Background: an optimization exercise with open tools, aiming at small area, a short achievable clock period and few clock cycles per item. Do not read the settings as production practice.
RTL that was checked went through simulation tests only; none was proved equivalent to the original.

==> build 93 <==
## yuvToRgbTop
module yuvToRgbTop (
  input  wire                       Clock_50_I,
  input  wire                       Resetn,
  input  wire [31:0]                inPair,
  input  wire                       inValid,
  input  wire                       rgbReady,
  input  wire                       cfgWrite,
  input  wire [8:0]                 cfgData,
  output logic                      inReady,
  output logic [48:0]               rgbPair,
  output logic                      rgbValid,
  output logic [8:0]                lineLength,
  output logic                      cfgError
);
make LEC_CHECK=0 CAP_MARGIN=20 CORE_MARGIN=2 CORE_UTILIZATION=40 SETUP_SLACK_MARGIN=5 SLEW_MARGIN=20 finish   # period 11.0 ns
run.sh (not shown) runs the stock make flow with config.mk's settings and CLKGATE_MAP_FILE= SYNTH_SCRIPT=/design/flow/synth_recipe.tcl, a recipe that flattens the netlist after the stock synthesis.
==> build 5: changes against build 93 <==
==> flow/flow/run.sh (new file) <==
#!/bin/bash
set -euo pipefail
bash ./standard.sh SETUP_SLACK_MARGIN=7.5 finish > standard_flow.log 2>&1
==> flow/standard.sh (new file) <==
#!/bin/bash
# synth_recipe.tcl (not shown) runs the flow's synth.tcl, then flattens the netlist and writes it again
# the make line also repeats each setting of config.mk as NAME=value (left out here)
make -C /OpenROAD-flow-scripts/flow DESIGN_CONFIG=/design/flow/config.mk WORK_HOME=/design/flow/orfs CLKGATE_MAP_FILE= SYNTH_SCRIPT=/design/flow/synth_recipe.tcl "${@:-finish}"
removed: flow/run.sh
==> comparison <==
- Build 5 ran to the end with no violations. Build 93 produced a clean layout.
- Setup slack: build 5 is higher than build 93 (0.88 ns).
- Of build 5 and build 93, build 5 has the higher cell area (gap about 10%, measured against build 93).
- In build 5 the clock skew is higher than in build 93, by 0.0065 ns.
- In build 93 the sequential share of layout area is higher than in build 5, by 2.8 points.
- In build 93 the wire length is lower than in build 5, by about 13%.
- Area after synthesis is the same in build 5 and build 93.
- Register-to-register slack: build 93 is worse than build 5 (0.88 ns).
- Non-clock buffer count: build 5 is higher than build 93 (217).
==> figures <==
| quantity | build 5 | build 93 |
|---|---|---|
| Worst setup path startpoint | uB[3]$_DFFE_PP_ | p1VE[1]$_DFFE_PP_ |
| Proportion of layout cells with a drive suffix above 1 | 0.2001 | 0.04427 |
| GRT Overall Usage | 0.1919 | 0.1706 |
| Number of clock buffers inserted by TritonCTS | 46 | 47 |
| Final weighted congestion of routability-driven global placement | 0.8898 | 0.8990 |
| Result of the run | finished clean | finished clean |
| Detail-routed net length per standard cell | 18.13 µm | 16.65 µm |
| Worst path arrival time | 5.03 ns | 5.86 ns |
| Number of clock buffers in the layout | 58 | 63 |
| Fin worst setup slack | 6.306 ns | 5.430 ns |
| Number of search-and-repair iterations in the first detailed-routing pass | 5 | 7 |
| Inst Count DP | 4282 | 4284 |
| Slew headroom | 0.4181 | 0.3178 |
| Register-to-Register Setup Slack | 6.31 ns | 5.43 ns |
| Max stage delay cell, worst path | sky130_fd_sc_hd__fa_1 | sky130_fd_sc_hd__edfxtp_1 |
No functional check of the RTL was part of any run of this note.


==> inputs of job 541 <==
yuvToRgbTop, a different RTL version from the one above (not shown whole).
clock: 11.0 ns
lec_check: 0
cap_margin: 20
core_margin: 2
core_utilization: 60
setup_slack_margin: 5
slew_margin: 20
standard.sh (not shown) runs the stock make flow with config.mk's settings and CLKGATE_MAP_FILE= SYNTH_SCRIPT=/design/flow/synth_recipe.tcl, a recipe that flattens the netlist after the stock synthesis.
==> flow/flow/run.sh <==
#!/bin/bash
set -euo pipefail
bash ./standard.sh SETUP_SLACK_MARGIN=7.1 MATCH_CELL_FOOTPRINT=0 finish > standard_flow.log 2>&1
==> inputs of job 9191, as changes to job 541 <==
==> flow/flow/run.sh (replaced) <==
#!/bin/bash
set -euo pipefail
bash ./standard.sh SETUP_SLACK_MARGIN=7.5 finish > standard_flow.log 2>&1
--- a/flow/config.mk
+++ b/flow/config.mk
@@ -9,3 +9,3 @@
 export CORE_MARGIN = 2
-export CORE_UTILIZATION = 60
+export CORE_UTILIZATION = 40
 export SETUP_SLACK_MARGIN = 5
==> inputs of job 2371, as changes to job 541 <==
==> flow/flow/run.sh (replaced) <==
#!/bin/bash
set -euo pipefail
bash ./standard.sh SETUP_SLACK_MARGIN=6.9 MATCH_CELL_FOOTPRINT=0 finish > standard_flow.log 2>&1
--- a/flow/config.mk
+++ b/flow/config.mk
@@ -12 +12,2 @@
 export SLEW_MARGIN = 20
+export TNS_END_PERCENT = 20
==> comparison table <==
item                                                                           job 541            job 2371            job 9191
Met1 track utilization from global routing                                      34.08%              34.62%              24.10%
Post-route non-filler standard cell count                                         4320                4261                4850
Met2 track utilization from global routing                                      42.68%              44.06%              27.71%
Vias in the first global route                                                  24.22k              24.01k              24.10k
Maximum operating frequency                                                  241.7 MHz           237.2 MHz           241.0 MHz
Initial DRC Count                                                                 1147                1172                1182
Layout clock buffers                                                                63                  65                  70
Min-Delay Endpoint                                                    p2Last$_DFFE_PP_  yO[2][0]$_DFFE_PP_  yO[0][7]$_DFFE_PP_
Detailed-route wire length per cell                                           18.29 um            18.58 um            16.60 um
CTS-repair resized insts                                                           157                 107                 363
Number of cells in the design after placement                                     4021                4020                4474
Largest stage delay, worst path                                                0.53 ns             0.49 ns             0.54 ns
Endpoint of the most critical register-to-register path          p1VO[1]$_SDFFCE_PP0P_    uPa[7]$_DFFE_PP_    uPa[7]$_DFFE_PP_
Wire length reported by the detailed router                                   79010 um            79190 um            80510 um
Core Footprint                                                            0.06148 mm^2        0.06148 mm^2        0.09180 mm^2
Launch point of the worst reg-to-reg path                           vT[5][5]$_DFFE_PP_  uT[3][1]$_DFFE_PP_  uT[3][1]$_DFFE_PP_
Met1 Routed Length                                                            34670 um            34370 um            38160 um
Insertion delay of the later-clocked pin in the worst-skew pair                0.64 ns             0.61 ns             0.64 ns
Placement Setup Slack                                                         5.739 ns            5.844 ns            6.498 ns
DR WL met3                                                                     3344 um             3427 um             3550 um
Run status                                            no timing/DRC/antenna violations  no timing/DRC/antenna violations  no timing/DRC/antenna violations
Placed inst area                                                          0.03940 mm^2        0.03921 mm^2        0.04025 mm^2
Via count                                                                       23.08k              22.83k              22.94k
Launch point of the worst path                                      vT[5][5]$_DFFE_PP_  uT[3][1]$_DFFE_PP_  uT[3][1]$_DFFE_PP_
Testbench counts of job 541, summed over its fixed seeds: cycles 4,100, items 3,972.
Testbench counts of job 9191, summed over its fixed seeds: cycles 4,100, items 3,972.
Testbench counts of job 2371, summed over its fixed seeds: cycles 4,100, items 3,972.

[port drivers added, routing unchanged]
How much do the figures lean on ideal ports? The routed layouts below were timed once more, with nothing changed but the port constraints. Step 1 (the two cells are an assumption about what drives the block):
set clk [get_ports {Clock_50_I}]
set_driving_cell -lib_cell sky130_fd_sc_hd__clkbuf_16 $clk
set_driving_cell -lib_cell sky130_fd_sc_hd__buf_2 [delete_from_list [all_inputs] $clk]
Step 2 also shifts input and output timing later by t, the mid clock arrival at the registers, as if the neighbouring blocks saw the same clock. Slacks: ideal ports / drivers / drivers and shift; pairs: ideal ports / drivers.
| run | t (ns) | slack for setup (ns) | worst setup path at the end | slew at the worst register clock pin (ns) | pins driven straight from the clock port |
|---|---|---|---|---|---|
| build 93 | 0.651 | 5.430 / 5.430 / 5.430 | register to register | 0.06 / 0.06 | 1 |
| build 5 | 0.647 | 6.306 / 6.306 / 6.306 | register to register | 0.06 / 0.06 | 1 |
| job 541 | 0.689 | 6.863 / 6.863 / 6.570 | input to register | 0.07 / 0.07 | 1 |
| job 9191 | 0.688 | 6.851 / 6.851 / 6.851 | register to register | 0.07 / 0.07 | 1 |
| job 2371 | 0.667 | 6.784 / 6.784 / 6.318 | input to register | 0.07 / 0.07 | 1 |
After both steps every run listed still meets setup and hold. For job 2371, which loses most, drivers alone change the setup slack by 0.000 ns; drivers and shift together by -0.466 ns.
